Background: an optimization exercise with open tools, aiming at small area and a short achievable clock period. Do not read the settings as production practice. Where RTL was checked, it was by simulation tests only, not by an equivalence proof against the original. Only the layout flow was run in run 2; the RTL was not checked for function there. Power and IR drop assume default switching activity.

==> design/flow/flow/run.sh <==
#!/bin/bash
set -euo pipefail
export SETUP_SLACK_MARGIN=6.0
export CTS_ARGS="-sink_clustering_enable -repair_clock_nets -buf_list sky130_fd_sc_hd__clkbuf_8 -sink_clustering_size 16 -sink_clustering_max_diameter 50 -dont_use_dummy_load"
bash standard.sh > standard.log 2>&1
==> design/flow/standard.sh <==
#!/bin/bash
# synth_recipe.tcl (not shown) runs the flow's synth.tcl, then flattens the netlist and writes it again
# the make line also repeats each setting of config.mk as NAME=value (left out here)
make -C /OpenROAD-flow-scripts/flow DESIGN_CONFIG=/design/flow/config.mk WORK_HOME=/design/flow/orfs CLKGATE_MAP_FILE= SYNTH_SCRIPT=/design/flow/synth_recipe.tcl "${@:-finish}"
==> design/flow/config.mk <==
export PLATFORM = sky130hd
export DESIGN_NAME = exec_core
export DESIGN_NICKNAME = exec_core
export VERILOG_FILES = /design/flow/design.v
export SDC_FILE = /design/flow/constraint.sdc
export NUM_CORES = 4
export LEC_CHECK = 0
export CAP_MARGIN = 10
export CORE_MARGIN = 2
export CORE_UTILIZATION = 60
export SLEW_MARGIN = 10
==> design/flow/constraint.sdc <==
create_clock -name core_clock -period 9.0 [get_ports {clk}]
set_input_delay 1.8000 -clock core_clock [delete_from_list [all_inputs] [get_ports {clk}]]
set_output_delay 1.8000 -clock core_clock [all_outputs]
set_load 0.01 [all_outputs]
==> design/flow/design.v <==
package exec_pkg;
	localparam int data_w     = 32;	 
	localparam int reg_addr_w = 5;	 
	localparam int num_regs   = 32;
	localparam int imm_w      = 16;	 
	localparam logic [5:0] op_rtype = 6'h00;	 
	localparam logic [5:0] op_addiu = 6'h09;
	localparam logic [5:0] op_slti  = 6'h0a;
	localparam logic [5:0] op_andi  = 6'h0c;
	localparam logic [5:0] op_ori   = 6'h0d;
	localparam logic [5:0] op_xori  = 6'h0e;
	localparam logic [5:0] op_lui   = 6'h0f;
	localparam logic [5:0] fn_sll  = 6'h00;
	localparam logic [5:0] fn_srl  = 6'h02;
	localparam logic [5:0] fn_addu = 6'h21;
	localparam logic [5:0] fn_subu = 6'h23;
	localparam logic [5:0] fn_and  = 6'h24;
	localparam logic [5:0] fn_or   = 6'h25;
	localparam logic [5:0] fn_xor  = 6'h26;
	localparam logic [5:0] fn_slt  = 6'h2a;
	typedef struct packed {
		logic       sub;	 
		logic       r_sum;	 
		logic       r_slt;	 
		logic       r_and;
		logic       r_or;
		logic       r_xor;
		logic       r_sh;	 
		logic       left;	 
		logic [4:0] ramt;	 
	} ctrl_t;
endpackage
`timescale 1ns/1ps
module reg_file (
	input  logic                            clk,
	input  logic                            rst_n,
	input  logic [exec_pkg::num_regs-1:1]   rd_sel,	 
	input  logic [exec_pkg::data_w-1:0]     rd_or,	 
	output logic [exec_pkg::data_w-1:0]     rd_data,
	input  logic                            wr_en,
	input  logic [exec_pkg::reg_addr_w-1:0] wr_addr,
	input  logic [exec_pkg::data_w-1:0]     wr_data
);
	logic [exec_pkg::data_w-1:0]   regs [1:exec_pkg::num_regs-1];
	always_ff @(posedge clk) begin
		for (int i = 1; i < exec_pkg::num_regs; i++) begin
			if (!rst_n || (wr_en && wr_addr == i)) regs[i] <= wr_data;
		end
	end
	always_comb begin
		rd_data = rd_or;
		for (int i = 1; i < exec_pkg::num_regs; i++) begin
			rd_data |= regs[i] & {exec_pkg::data_w{rd_sel[i]}};
		end
	end
endmodule
`timescale 1ns/1ps
module alu_unit (
	input  exec_pkg::ctrl_t               c,
	input  logic [exec_pkg::data_w-1:0]   a,	 
	input  logic [exec_pkg::data_w-1:0]   b,	 
	output logic [exec_pkg::data_w-1:0]   result
);
	localparam int n = exec_pkg::data_w;
	logic [n-1:0] p;
	logic [n-1:0] g;
	logic [n-1:0] gp;	 
	logic [n-1:0] pp;	 
	logic [n-1:0] sum;
	logic [n-1:0] rot;
	logic [n-1:0] mask;
	logic         lt;
	assign p  = a ^ b;
	assign g  = a & b;
	always_comb begin
		gp = g;
		pp = p;
		gp[0] = g[0] | (p[0] & c.sub);	 
		for (int k = 0; k < 5; k++) begin
			for (int i = 0; i < n; i++) begin
				if (i & (1 << k)) begin
					gp[i] = gp[i] | (pp[i] & gp[((i >> k) << k) - 1]);
					pp[i] = pp[i] & pp[((i >> k) << k) - 1];
				end
			end
		end
	end
	assign sum = p ^ {gp[n-2:0], c.sub};	 
	assign lt  = (a[n-1] ^ b[n-1]) ? sum[n-1] : a[n-1];
	always_comb begin
		rot = b;
		for (int k = 0; k < 5; k++) begin
			if (c.ramt[k]) rot = (rot << (1 << k)) | (rot >> (n - (1 << k)));
		end
	end
	always_comb begin
		for (int i = 0; i < n; i++) begin
			mask[i] = c.left ? (i >= c.ramt) : (c.ramt == '0 || i < c.ramt);
		end
	end
	always_comb begin
		result = '0;
		if (c.r_sum) result |= sum;
		if (c.r_and) result |= g;
		if (c.r_or)  result |= p | g;
		if (c.r_xor) result |= p;
		if (c.r_slt) result[0] |= lt;
		if (c.r_sh)  result |= rot & mask;
	end
endmodule
`timescale 1ns/1ps
module dump_counter (
	input  logic                            clk,
	input  logic                            rst_n,
	input  logic                            dump_next,	 
	output logic [exec_pkg::reg_addr_w-1:0] count,
	output logic                            dump_last	 
);
	always_ff @(posedge clk) begin
		if (!rst_n) begin
			count <= '0;
		end else if (dump_next) begin
			count <= count + 1'b1;	 
		end
	end
	assign dump_last  = (count == '1);
endmodule
`timescale 1ns/1ps
module exec_ctrl (
	input  logic                            clk,
	input  logic                            rst_n,
	input  logic                            instr_valid,	 
	input  logic [exec_pkg::data_w-1:0]     instr,
	input  logic                            dump_start,	 
	input  logic [exec_pkg::reg_addr_w-1:0] dump_count,
	input  logic                            dump_last,
	output logic [exec_pkg::num_regs-1:1]   rf_rd_sel,
	output logic                            rf_wr_en,
	output logic [exec_pkg::reg_addr_w-1:0] rf_wr_addr,
	output logic                            opa_en,	 
	output logic                            opa_fix,	 
	output logic                            fwd_dump,	 
	output logic                            fwd_rd,	 
	output logic                            sub_i,	 
	output logic                            imm_en,	 
	output logic [exec_pkg::data_w-1:0]     imm_ext,
	output exec_pkg::ctrl_t                 ctrl,
	output logic                            dump_first,	 
	output logic                            busy,
	output logic                            illegal,
	output logic                            dump_valid
);
	logic [5:0]                      opcode;
	logic [5:0]                      funct;
	logic [exec_pkg::reg_addr_w-1:0] rs;
	logic [exec_pkg::reg_addr_w-1:0] rt;
	logic [exec_pkg::reg_addr_w-1:0] rd;
	logic                            idle;
	logic                            accept;
	logic                            legal;
	logic                            rtype;
	logic                            sext;
	logic [exec_pkg::reg_addr_w-1:0] dest;
	exec_pkg::ctrl_t                 dec;
	logic                            dump_nxt;
	logic                            exec_q;	 
	logic                            post_q;	 
	logic                            dump_q;
	logic                            busy_q;	 
	logic                            illegal_q;
	logic                            we_e;	 
	logic                            we_i;	 
	logic                            wr_q;	 
	logic                            wr3_q;	 
	logic [exec_pkg::reg_addr_w-1:0] dest3_q;
	logic                            fixa_q;	 
	logic                            fixw_q;	 
	logic                            fwdd_q;	 
	logic                            fwd3_q;	 
	logic [exec_pkg::num_regs-1:1]   rsel_q;	 
	logic [exec_pkg::num_regs-1:1]   rsel_nxt;
	logic                            fixa_nxt;
	logic                            fwdd_nxt;
	logic                            fwd3_nxt;
	logic                            dump_go;
	logic [exec_pkg::reg_addr_w-1:0] rs_q;
	logic [exec_pkg::reg_addr_w-1:0] rt_q;
	logic [exec_pkg::imm_w-1:0]      imm_q;
	logic                            rtype_q;
	logic                            sext_q;
	exec_pkg::ctrl_t                 ctrl_q;
	logic [exec_pkg::reg_addr_w-1:0] dest2_q;
	exec_pkg::ctrl_t                 ctrl2_q;
	assign opcode = instr[31:26];
	assign rs     = instr[25:21];
	assign rt     = instr[20:16];
	assign rd     = instr[15:11];
	assign funct  = instr[5:0];
	assign idle   = !exec_q && !dump_q;
	assign accept = idle && instr_valid;
	always_comb begin
		dec   = '0;
		legal = 1'b1;
		rtype = 1'b0;
		sext  = 1'b0;
		case (opcode)
			exec_pkg::op_rtype: begin
				rtype = 1'b1;
				case (funct)
					exec_pkg::fn_addu: dec.r_sum = 1'b1;
					exec_pkg::fn_subu: begin
						dec.r_sum = 1'b1;
						dec.sub   = 1'b1;
					end
					exec_pkg::fn_and:  dec.r_and = 1'b1;
					exec_pkg::fn_or:   dec.r_or  = 1'b1;
					exec_pkg::fn_xor:  dec.r_xor = 1'b1;
					exec_pkg::fn_slt: begin
						dec.r_slt = 1'b1;
						dec.sub   = 1'b1;
					end
					exec_pkg::fn_sll: begin
						dec.r_sh = 1'b1;
						dec.left = 1'b1;
						dec.ramt = instr[10:6];
					end
					exec_pkg::fn_srl: begin
						dec.r_sh = 1'b1;
						dec.ramt = 5'd0 - instr[10:6];
					end
					default: legal = 1'b0;	 
				endcase
			end
			exec_pkg::op_addiu: begin
				dec.r_sum = 1'b1;
				sext      = 1'b1;
			end
			exec_pkg::op_slti: begin
				dec.r_slt = 1'b1;
				dec.sub   = 1'b1;
				sext      = 1'b1;
			end
			exec_pkg::op_andi: dec.r_and = 1'b1;	 
			exec_pkg::op_ori:  dec.r_or  = 1'b1;
			exec_pkg::op_xori: dec.r_xor = 1'b1;
			exec_pkg::op_lui: begin	 
				dec.r_sh  = 1'b1;
				dec.left  = 1'b1;
				dec.ramt  = 5'd16;
			end
			default: legal = 1'b0;
		endcase
	end
	assign dest = rtype ? rd : rt;	 
	assign dump_nxt = (idle && !instr_valid && dump_start) || (dump_q && !dump_last);
	always_ff @(posedge clk) begin
		if (!rst_n) begin
			exec_q    <= 1'b0;
			post_q    <= 1'b0;
			dump_q    <= 1'b0;
			busy_q    <= 1'b0;
			illegal_q <= 1'b0;
			we_e      <= 1'b0;
			we_i      <= 1'b0;
			wr_q      <= 1'b0;
			wr3_q     <= 1'b0;
		end else begin
			exec_q    <= accept;
			post_q    <= exec_q;
			dump_q    <= dump_nxt;
			busy_q    <= accept || dump_nxt;
			illegal_q <= accept && !legal;
			we_e      <= accept && legal && (dest != '0);
			we_i      <= we_e;
			wr_q      <= we_i;
			wr3_q     <= wr_q;
		end
	end
	always_ff @(posedge clk) begin
		if (idle) begin
			rs_q    <= rs;
			rt_q    <= rt;
			imm_q   <= instr[exec_pkg::imm_w-1:0];
			rtype_q <= rtype;
			sext_q  <= sext;
			ctrl_q  <= dec;
		end
	end
	always_ff @(posedge clk) begin
		dest2_q <= dest1;
		ctrl2_q <= ctrl_q;
		dest3_q <= dest2_q;
	end
	logic [exec_pkg::reg_addr_w-1:0] dest1;
	assign dump_go = idle && !instr_valid && dump_start;
	assign dest1   = rtype_q ? imm_q[15:11] : rt_q;
	logic [exec_pkg::reg_addr_w-1:0] dump_ahead;
	assign dump_ahead = dump_count + 5'd2;
	always_comb begin
		rsel_nxt = '0;
		for (int i = 1; i < exec_pkg::num_regs; i++) begin
			if (accept) rsel_nxt[i] = (rs == i);
			else if (exec_q) rsel_nxt[i] = rtype_q && (rt_q == i);
			else if (dump_go) rsel_nxt[i] = (i == 1);
			else if (dump_q) rsel_nxt[i] = !dump_last && (dump_ahead == i);
			if (wr_q && dest2_q == i) rsel_nxt[i] = 1'b0;
		end
	end
	assign fixa_nxt = we_i && accept && (rs == dest1);
	assign fwdd_nxt = we_i && dump_go && (dest1 == 5'd1);
	always_comb begin
		fwd3_nxt = 1'b0;
		if (wr_q) begin
			if (accept) fwd3_nxt = (rs == dest2_q);
			else if (exec_q) fwd3_nxt = rtype_q && (rt_q == dest2_q);
			else if (dump_go) fwd3_nxt = (dest2_q == 5'd1);
			else if (dump_q) fwd3_nxt = !dump_last && (dump_ahead == dest2_q);
		end
	end
	always_ff @(posedge clk) begin
		if (!rst_n) begin
			rsel_q <= '0;
			fixa_q <= 1'b0;
			fixw_q <= 1'b0;
			fwdd_q <= 1'b0;
			fwd3_q <= 1'b0;
		end else begin
			rsel_q <= rsel_nxt;
			fixa_q <= fixa_nxt;
			fixw_q <= fixa_q;
			fwdd_q <= fwdd_nxt;
			fwd3_q <= fwd3_nxt;
		end
	end
	assign rf_rd_sel = rsel_q;
	assign fwd_rd    = fwd3_q;
	assign fwd_dump  = fwdd_q;
	assign opa_fix   = fixw_q;
	assign opa_en  = !post_q || fixw_q;	 
	assign sub_i   = ctrl_q.sub;	 
	assign imm_en  = post_q && !rtype_q;
	assign imm_ext = {{16{sext_q & imm_q[15]}}, imm_q};
	assign rf_wr_en   = wr3_q;
	assign rf_wr_addr = dest3_q;
	assign ctrl       = ctrl2_q;
	assign dump_first = dump_go;
	assign illegal    = illegal_q;
	assign busy       = busy_q;
	assign dump_valid = dump_q;
endmodule
`timescale 1ns/1ps
module exec_core (
	input  logic                            clk,
	input  logic                            rst_n,
	input  logic                            instr_valid,
	input  logic [exec_pkg::data_w-1:0]     instr,
	input  logic                            dump_start,
	output logic                            busy,
	output logic                            illegal,	 
	output logic                            dump_valid,
	output logic [exec_pkg::reg_addr_w-1:0] dump_addr,
	output logic [exec_pkg::data_w-1:0]     dump_data
);
	exec_pkg::ctrl_t                 ctrl;
	logic [exec_pkg::data_w-1:0]     alu_result;
	logic                            dump_last;
	logic                            opa_en;
	logic                            opa_fix;
	logic                            fwd_dump;
	logic                            fwd_rd;
	logic [exec_pkg::data_w-1:0]     res_q;	 
	logic                            sub_i;
	logic                            dump_first;
	logic                            imm_en;
	logic [exec_pkg::data_w-1:0]     imm_ext;
	logic [exec_pkg::num_regs-1:1]   rf_rd_sel;
	logic [exec_pkg::data_w-1:0]     rf_rd_data;
	logic [exec_pkg::data_w-1:0]     rd_or;
	logic                            rf_wr_en;
	logic [exec_pkg::reg_addr_w-1:0] rf_wr_addr;
	logic [exec_pkg::data_w-1:0]     opa;
	logic [exec_pkg::data_w-1:0]     opb;
	logic [exec_pkg::data_w-1:0]     dump_word;
	exec_ctrl u_ctrl (
		.clk            (clk),
		.rst_n          (rst_n),
		.instr_valid    (instr_valid),
		.instr          (instr),
		.dump_start     (dump_start),
		.dump_count     (dump_addr),
		.dump_last      (dump_last),
		.rf_rd_sel      (rf_rd_sel),
		.rf_wr_en       (rf_wr_en),
		.rf_wr_addr     (rf_wr_addr),
		.opa_en         (opa_en),
		.opa_fix        (opa_fix),
		.fwd_dump       (fwd_dump),
		.fwd_rd         (fwd_rd),
		.sub_i          (sub_i),
		.imm_en         (imm_en),
		.imm_ext        (imm_ext),
		.ctrl           (ctrl),
		.dump_first     (dump_first),
		.busy           (busy),
		.illegal        (illegal),
		.dump_valid     (dump_valid)
	);
	dump_counter u_dump_cnt (
		.clk        (clk),
		.rst_n      (rst_n),
		.dump_next  (dump_valid),
		.count      (dump_addr),
		.dump_last  (dump_last)
	);
	reg_file u_rf (
		.clk     (clk),
		.rst_n   (rst_n),
		.rd_sel  (rf_rd_sel),
		.rd_or   (rd_or),
		.rd_data (rf_rd_data),
		.wr_en   (rf_wr_en),
		.wr_addr (rf_wr_addr),
		.wr_data (res_q & {exec_pkg::data_w{rst_n}})	 
	);
	assign rd_or = (imm_ext & {exec_pkg::data_w{imm_en}}) |
		(res_q & {exec_pkg::data_w{fwd_rd}});
	always_ff @(posedge clk) begin
		if (opa_en) opa <= opa_fix ? res_q : rf_rd_data;
		if (dump_first)    dump_word <= '0;	 
		else if (fwd_dump) dump_word <= alu_result;
		else               dump_word <= rf_rd_data;
		opb   <= rf_rd_data ^ {exec_pkg::data_w{sub_i}};	 
		res_q <= alu_result;
	end
	alu_unit u_alu (
		.c      (ctrl),
		.a      (opa),
		.b      (opb),
		.result (alu_result)
	);
	assign dump_data = dump_word;
endmodule
==> metrics.md, run 1 <==
| Metric | Value |
|---|---|
| FP Rows | 105 |
| I/O pin count | 76 |
| Worst-Skew Late Latency | 0.82 ns |
| Core ar. | 82200 µm² |
| Clk sink count | 1228 |
| ANT nets after route | 0 |
| Drt first pass iters | 12 |
| Post-route cell area | 55000 µm² |
| Count leader, synth | edfxtp_1 |
| Die Y | 293 µm |
| Power Density | 233 nW/µm² |
| Slowest cell delay on critical path | 0.43 ns |
| Avg Cell Area, Syn | 14.8 µm² |
| Initial DRC Count | 5659 |
| Full die area | 85600 µm² |
| Post-synth top cells | edfxtp_1 (1060), a22oi_1 (353), dfxtp_1 (168) |
| Place WS | 4.34 ns |
| Die Wd | 293 µm |
| Cells after synthesis | 3377 |
| Crit-path slowest cell | edfxtp_1 |
| DRC | 0 |
| Num CTS Buffers | 116 |
| Via Count | 33500 |
| Distinct cells, synth | 85 |
| Critical Path Fanout Max | 2 |
| Design Power | 12.8 mW |
| Dpl hpwl | 96000 µm |
| Fillers | 5733 |
| Remaining global-route overflow | 0 |
| Max Buffers Root-to-Sink | 3 |
| Hold Fails Final Rpt | 0 |
| Detailed Route WL | 165000 µm |
| Hold buffers post-CTS | 0 |
| Main area contributors after synthesis | edfxtp_1 (64%), dfxtp_1 (6.7%), a22oi_1 (5.3%), ha_1 (1.8%), mux4_2 (1.7%) |
| CP Cell Sequence | fa_2 > inv_2 > fa_2 > nor2b_4 > o31a_1 > buf_4 > o211ai_1 > nand2_1 > a21oi_2 > fa_1 > inv_1 > a221o_1 > nor2_4 > a211oi_2 |
| Minimum clock period | 3.17 ns |
| Status | no timing/DRC/antenna violations |
| Slew Limit Fails | 0 |
| Initial core utilization | 60.7% |
| Sequential share of the synthesized area | 70.5% |
| Nets | 3609 |
| First-pass GRT wire length | 231000 µm |
| Root Buffer | clkbuf_8 |
| DR WL/cell | 36.2 µm |
| Post-synthesis async set-or-reset flop share | 0% |
| Post-synth top area share | 63.7% |
| CTS H-tree lvls | 3 |
| Largest delay share family, worst path | adder cells |
| Largest net degree at the start of global routing | 66 |
| Setup ws final | 5.83 ns |
| Sequential cell area | 35300 µm² |
| Flops & latches, synth | 1228 |
| Syn_nets | 3490 |
| EDFF count, synth | 1060 |
| Synth warnings | 6 |
| Finish-stage setup viols | 0 |
| Crit-path most repeated cell | fa_2 |
| GRT Total Usage | 38.2% |
| Area Overhead vs Synth | 10.0% |
| Area leader, netlist | edfxtp_1 |
| Post-layout util | 66.8% |
| Slew Limit Headroom | 15.2% |
| CP bufs+invs | 3 |
| Peak supply drop | 154 µV |
| Clock transition at path regs | 0.10 ns |
| HP Class | reg2reg |
| Fmax | 316 MHz |
| Leak | 19.5 nW |
| Setup crit start kind | register |
| Area occupied by multi-input gates | 14500 µm² |
| CP Class | reg2reg |
| Fin crit share | 35.2% |
| Main synth FF type | edfxtp_1 |
| Worst Path Required | 9.66 ns |
| RSZ-0062 raised after global routing | yes |
| Clock Skew | 0.127 ns |
| Max Cap Viol | 0 |
| Initial antenna violation count | 2 |
| Cell Area, Synth | 49900 µm² |
| CP Capture Type | register |
| Fin Setup TNS | 0 ns |
| Worst Path Arrival | 3.83 ns |
| CTS tree | done |
| Placed inst area | 52400 µm² |
| Buffers on Ports | 75 |
| Slew at the pin closest to its max-slew limit | 1.27 ns |
| Placer Congestion | 0.920 |
| Share of layout cells above drive strength 1 | 16.8% |
| Drt via density | 7.34 |
| Vias in the first global route | 32100 |
## routing by layer
layer | track usage [%] | wire, µm
met1 | 53.7 | 60600
met2 | 58.2 | 74300
met3 | 8.50 | 22400
met4 | 16.4 | 8000
met5 | 0 | 0
## stage by stage
step	hold slack (ns)	cells
3_5_place_dp	0.329	4412
2_1_floorplan	0.323	3377
4_1_cts	0.342	4551
3_3_place_gp	0.325	4412
6_report	0.342	4566
5_1_grt	0.354	4565
## layout make-up
cell class                 count  share of cell area [%]
antenna                        2                 0.00911
clock buffer                 116                    2.91
multi-input combinational   1848                    26.4
timing repair buffer         199                    3.24
timing repair inverter         1                 0.00911
inverter                     102                   0.717
tap                         1070                    2.44
sequential                  1228                    64.2
## registers in the layout, indices dropped and copies added, names as in the netlist, 5 cells and up
register / flops
u_ctrl.rt_q: 5
opa: 32
u_ctrl.dest3_q: 5
u_ctrl.dest2_q: 5
u_ctrl.imm_q: 16
u_ctrl.rsel_q: 31
res_q: 32
u_ctrl.ctrl2_q: 13
u_rf.regs: 992
u_ctrl.ctrl_q: 13
dump_word: 32
u_dump_cnt.count: 5
opb: 32
## worst reg2reg max path: stages, from the launching register on
cell      delay [ns]
edfxtp_1        0.43
fa_2            0.42
inv_2           0.07
fa_2            0.23
nor2b_4         0.05
o31a_1          0.28
buf_4           0.15
o211ai_1        0.21
nand2_1         0.13
a21oi_2         0.15
fa_1            0.43
inv_1           0.08
a221o_1         0.19
nor2_4          0.06
a211oi_2        0.21
## cells by family (layout without fill, tap and decap cells)
family	count (synthesis)	count (layout)	synth area share (%)
other cells	0	2	0
buf+inv	301	418	2.35
compound gates	891	891	13.3
xor+xnor	81	81	1.42
simple gates	674	674	6.91
mux	125	125	3.57
fa+ha+maj	77	77	2.02
flops	1228	1228	70.5
## where the power goes
part	total, mW	leakage, nW	switching [mW]	internal (mW)
logic	2.03	6.29	1.38	0.654
clock network	2.87	0.834	1.74	1.14
registers	7.87	12.3	0.492	7.38
## cells in the final DEF, fill, tap and decap left out, drive strengths merged, types with 94 or more instances in the layout
cell type / count
clkbuf: 117
inv: 100
o21ai: 129
edfxtp: 1060
nand4: 94
a22oi: 353
nand2: 155
nor2: 121
dfxtp: 168
buf: 164
## worst paths after layout
kind,from,cells past startpoint,slack (ns),to
hold / removal,u_ctrl.ctrl_q[9],0,0.34,u_ctrl.ctrl2_q[9]
hold reg to reg,u_ctrl.ctrl_q[9],0,0.34,u_ctrl.ctrl2_q[9]
setup reg to reg,opa[0],14,5.83,dump_word[8]
setup / recovery,opa[0],14,5.83,dump_word[8]
## what timing repair did
action / in CTS / in global routing
gates cloned: 0 / 2
endpoints found under the setup margin: 1448 / 215
setup buffers: 23 / 10
endpoints found under the hold margin: 0 / 0
pin swaps: 24 / 26
gates resized for setup: 296 / 76
==> inputs of run 2 (changes only) <==
--- a/design/flow/design.v
+++ b/design/flow/design.v
@@ -178,2 +178,3 @@
 	logic                            fwdd_q;	 
+	logic                            fwdw_q;	 
 	logic                            fwd3_q;	 
@@ -325,2 +326,3 @@
 			fwdd_q <= 1'b0;
+			fwdw_q <= 1'b0;
 			fwd3_q <= 1'b0;
@@ -331,2 +333,3 @@
 			fwdd_q <= fwdd_nxt;
+			fwdw_q <= fwdd_q;
 			fwd3_q <= fwd3_nxt;
@@ -336,3 +339,3 @@
 	assign fwd_rd    = fwd3_q;
-	assign fwd_dump  = fwdd_q;
+	assign fwd_dump  = fwdw_q;
 	assign opa_fix   = fixw_q;
@@ -428,5 +431,3 @@
 		if (opa_en) opa <= opa_fix ? res_q : rf_rd_data;
-		if (dump_first)    dump_word <= '0;	 
-		else if (fwd_dump) dump_word <= alu_result;
-		else               dump_word <= rf_rd_data;
+		dump_word <= dump_first ? '0 : rf_rd_data;	 
 		opb   <= rf_rd_data ^ {exec_pkg::data_w{sub_i}};	 
@@ -440,3 +441,3 @@
 	);
-	assign dump_data = dump_word;
+	assign dump_data = fwd_dump ? res_q : dump_word;
 endmodule
==> design/flow/flow/run.sh (replaced) <==
#!/bin/bash
set -euo pipefail
export SETUP_SLACK_MARGIN=6.0
bash standard.sh > standard.log 2>&1
--- a/design/flow/config.mk
+++ b/design/flow/config.mk
@@ -9,3 +9,3 @@
 export CORE_MARGIN = 2
-export CORE_UTILIZATION = 60
+export CORE_UTILIZATION = 45
 export SLEW_MARGIN = 10
==> run 2 against run 1 <==
Compared with the run above: hold slack lost 0.00069 ns; first-iteration DRC count shrank 8.1%; clock-buffer cell count grew 60; cell count grew 12%; largest power group unchanged.
==> metrics.md, run 2 <==
| Metric | Value |
|---|---|
| Status | no timing/DRC/antenna violations (unchanged) |
| Setup crit start kind | register (unchanged) |
| Main synth FF type | edfxtp_1 (unchanged) |
| Vias in the first global route | 31600 (was 32100) |
| Placed inst area | 52900 µm² (was 52400 µm²) |
| Flops & latches, synth | 1229 (was 1228) |
| Synth Area in Compound Gates | 12.9% (was 13.3%) |
| Drt via density | 6.53 (was 7.34) |
| Post-synth top area share | 63.8% (was 63.7%) |
| Initial DRC Count | 5202 (was 5659) |
| Min Hold Slack | 0.341 ns (was 0.342 ns) |
| Design Power | 15.0 mW (was 12.8 mW) |
| ANT nets after route | 0 (unchanged) |
| Area Overhead vs Synth | 15.9% (was 10.0%) |
| Worst-Skew Late Latency | 0.75 ns (was 0.82 ns) |
| Synth Area in XOR/XNOR | 1.47% (was 1.42%) |
| Via Count | 33300 (was 33500) |
| Die Wd | 337 µm (was 293 µm) |
| First-pass GRT wire length | 240000 µm (was 231000 µm) |
| Largest delay share family, worst path | buffers and inverters (was adder cells) |
| Syn_nets | 3485 (was 3490) |
| Cell count of the worst hold path | 0 (unchanged) |
| Clk sink count | 1229 (was 1228) |
| Post-synth top cells | edfxtp_1 (1060), a22oi_1 (356), nand2_1 (183) (was edfxtp_1 (1060), a22oi_1 (353), dfxtp_1 (168)) |
| Clock transition at path regs | 0.06 ns (was 0.10 ns) |
| I/O pin count | 76 (unchanged) |
| R2r worst-path depth | 8 (was 14) |
| Fin Setup TNS | 0 ns (unchanged) |
| CTS tree | done (unchanged) |
| Met3 Use GR | 5.93% (was 8.50%) |
| Clock Skew | 0.0309 ns (was 0.127 ns) |
| Avg Cell Area, Syn | 14.8 µm² (about the same) |
| Max Buffers Root-to-Sink | 3 (unchanged) |
| Slew Limit Fails | 0 (unchanged) |
| HP Class | reg2reg (unchanged) |
| CP bufs+invs | 3 (unchanged) |
| CP Cell Sequence | buf_12 > buf_16 > mux2_4 > buf_6 (was fa_2 > inv_2 > fa_2 > nor2b_4 > o31a_1 > buf_4 > o211ai_1 > nand2_1 > a21oi_2 > fa_1 > inv_1 > a221o_1 > nor2_4 > a211oi_2) |
| Main area contributors after synthesis | edfxtp_1 (64%), dfxtp_1 (6.8%), a22oi_1 (5.4%), ha_1 (1.8%), mux2_2 (1.7%) (was edfxtp_1 (64%), dfxtp_1 (6.7%), a22oi_1 (5.3%), ha_1 (1.8%), mux4_2 (1.7%)) |
| Slew Limit Headroom | 16.7% (was 15.2%) |
| Post-synthesis async set-or-reset flop share | 0% (unchanged) |
| Placer Congestion | 0.921 (was 0.920) |
| Max Cap Viol | 0 (unchanged) |
| Worst Path Required | 7.20 ns (was 9.66 ns) |
| RSZ-0062 raised after global routing | yes (unchanged) |
| Cells after synthesis | 3372 (was 3377) |
| Area leader, netlist | edfxtp_1 (unchanged) |
| Dpl hpwl | 98900 µm (was 96000 µm) |
| Slew at the pin closest to its max-slew limit | 1.25 ns (was 1.27 ns) |
| Nets | 3630 (was 3609) |
| Fin crit share | 40.7% (was 35.2%) |
| Worst Setup SP | u_ctrl.fwdw_q (was opa[0]) |
| CP Class | reg2out (was reg2reg) |
| CTS H-tree lvls | 4 (was 3) |
| Num CTS Buffers | 130 (was 116) |
| Full die area | 114000 µm² (was 85600 µm²) |
| Remaining global-route overflow | 0 (unchanged) |
| Slowest cell delay on critical path | 0.37 ns (was 0.43 ns) |
| Initial core utilization | 45.2% (was 60.7%) |
| GRT Total Usage | 30.2% (was 38.2%) |
| Die Y | 337 µm (was 293 µm) |
| Largest net degree at the start of global routing | 75 (was 66) |
| GR peak layer | met2 (unchanged) |
| Count leader, synth | edfxtp_1 (unchanged) |
| Worst Path Arrival | 1.87 ns (was 3.83 ns) |
| Detailed Route WL | 173000 µm (was 165000 µm) |
| Critical path depth | 4 (was 14) |
| DRC | 0 (unchanged) |
| Leak | 20.7 nW (was 19.5 nW) |
| Max FFs per register | 992 (unchanged) |
| DR WL/cell | 33.9 µm (was 36.2 µm) |
| Hold Fails Final Rpt | 0 (unchanged) |
| Sequential share of the synthesized area | 70.5% (about the same) |
| Biggest register | u_rf.regs (unchanged) |
| Hold buffers post-CTS | 0 (unchanged) |
| R2r startpoint | u_ctrl.rsel_q[24] (was opa[0]) |
| EDFF count, synth | 1060 (unchanged) |
| Distinct cells, synth | 83 (was 85) |
| Finish-stage setup viols | 0 (unchanged) |
| Adder-cell share of the synthesized area | 2.02% (about the same) |
| Core ar. | 110000 µm² (was 82200 µm²) |
| Most common cell after layout, fill and taps aside | edfxtp_1 (unchanged) |
| Critical Path Sink | dump_data[29] (was dump_word[8]) |
| Largest family of logic cells by synthesized area | compound AO/OA/AOI/OAI gates (unchanged) |
| Synth warnings | 6 (unchanged) |
| Crit-path slowest cell | dfxtp_4 (was edfxtp_1) |
| Minimum clock period | 3.67 ns (was 3.17 ns) |
| Grt met2 use | 47.9% (was 58.2%) |
| FP Rows | 122 (was 105) |
| Drt first pass iters | 9 (was 12) |
| M1 GR Usage | 40.7% (was 53.7%) |
| Critical Path Fanout Max | 8 (was 2) |
| Initial antenna violation count | 8 (was 2) |
| Buffers on Ports | 75 (unchanged) |
| Fmax | 273 MHz (was 316 MHz) |
| Peak supply drop | 145 µV (was 154 µV) |
| CP Capture Type | primary output (was register) |
| Simple-gate area share of the yosys netlist | 6.84% (was 6.91%) |
| Most frequent cells in the layout | edfxtp_1 (1060), a22oi_1 (356), nand2_1 (183) (was edfxtp_1 (1060), a22oi_1 (352), nand2_1 (154)) |
| Cell Area, Synth | 49900 µm² (about the same) |
| Reg2Reg Setup Slack | 5.95 ns (was 5.83 ns) |
| Root Buffer | clkbuf_16 (was clkbuf_8) |
| Share of layout cells above drive strength 1 | 16.8% (about the same) |
| Post-route cell area | 57900 µm² (was 55000 µm²) |
| Post-layout util | 52.4% (was 66.8%) |
| Mux cell area share after synthesis | 3.96% (was 3.57%) |
| Reg2reg end | opa[2] (was dump_word[8]) |
| Power Density | 259 nW/µm² (was 233 nW/µm²) |
==> run 2: how the worst min path moves through the flow <==
stage	start	endpoint	slack, ns
final	u_ctrl.ctrl_q[3]	u_ctrl.ctrl2_q[3]	0.34
after global routing	u_ctrl.ctrl_q[4]	u_ctrl.ctrl2_q[4]	0.35
after CTS	u_ctrl.ctrl_q[6]	u_ctrl.ctrl2_q[6]	0.34
after detailed placement	u_ctrl.ctrl_q[3]	u_ctrl.ctrl2_q[3]	0.33
after global placement	u_ctrl.ctrl_q[9]	u_ctrl.ctrl2_q[9]	0.32
after floorplan	u_ctrl.ctrl_q[0]	u_ctrl.ctrl2_q[0]	0.32
==> run 2: cell type report <==
class | count | area [µm²]
diodes | 3 | 7.51
multi-input cells | 1855 | 14400
inverters | 87 | 328
clock inverters | 53 | 458
repair buffers | 214 | 2030
flip-flops and latches | 1229 | 35300
well taps | 1488 | 1860
clock buffers | 176 | 3510
fillers | 9108 | 52500
==> run 2: cells by family after synthesis <==
group | count (synthesis)
xor+xnor | 84
buf+inv | 288
mux | 143
fa+ha+maj | 77
flops | 1229
compound gates | 877
simple gates | 674
==> run 2: power breakdown <==
part | total [mW] | switching [mW] | internal, mW
registers | 7.93 | 0.555 | 7.38
logic | 1.95 | 1.31 | 0.638
clock network | 5.09 | 2.21 | 2.89
==> run 2: timing repair <==
item | 4_1_cts | 5_1_grt
endpoints found under the setup margin | 1621 | 169
buffers inserted | 25 | 12
pin swaps | 17 | 24
gates resized for setup | 302 | 36
cloned | 2 | 0
==> run 2: metrics by stage <==
step,setup WS [ns],instances
floorplan,5.98,3372
global placement,4.28,4833
detailed placement,4.26,4833
CTS,5.28,5089
global route,5.30,5102
finish,5.33,5105
==> run 2: per-layer routing <==
metal	share of wire (%)	up-vias
met5	0	-
met4	4.5	0
met3	11	405
met2	47	2156
met1	38	17000
li1	-	13700

re-timing with driven ports:
Ports are ideal in the flow. The routed layouts listed here were re-timed in OpenROAD.
Step 1, drivers: a clkbuf_16 drives clk and a buf_2 each remaining input, both assumed.
Step 2 times the ports against the registers' clock, not the clock port: input delays grow and output delays shrink by t, the midpoint of the rising clock arrivals with the driver on.
Slacks: no drivers / after step 1 / after step 2; pairs: no drivers / after step 1.
| run | t, ns | slack for setup (ns) | worst setup path after step 2 | slew at the worst register clock pin (ns) |
|---|---|---|---|---|
| run 1 | 0.826 | 5.834 / 5.834 / 5.235 | input to register | 0.10 / 0.10 |
| run 2 | 0.806 | 5.333 / 5.259 / 5.247 | input to register | 0.06 / 0.06 |
After both steps every run listed still meets setup and hold. The setup slack of run 1, which loses most, moves by 0.000 ns with the drivers and by -0.599 ns with both steps.
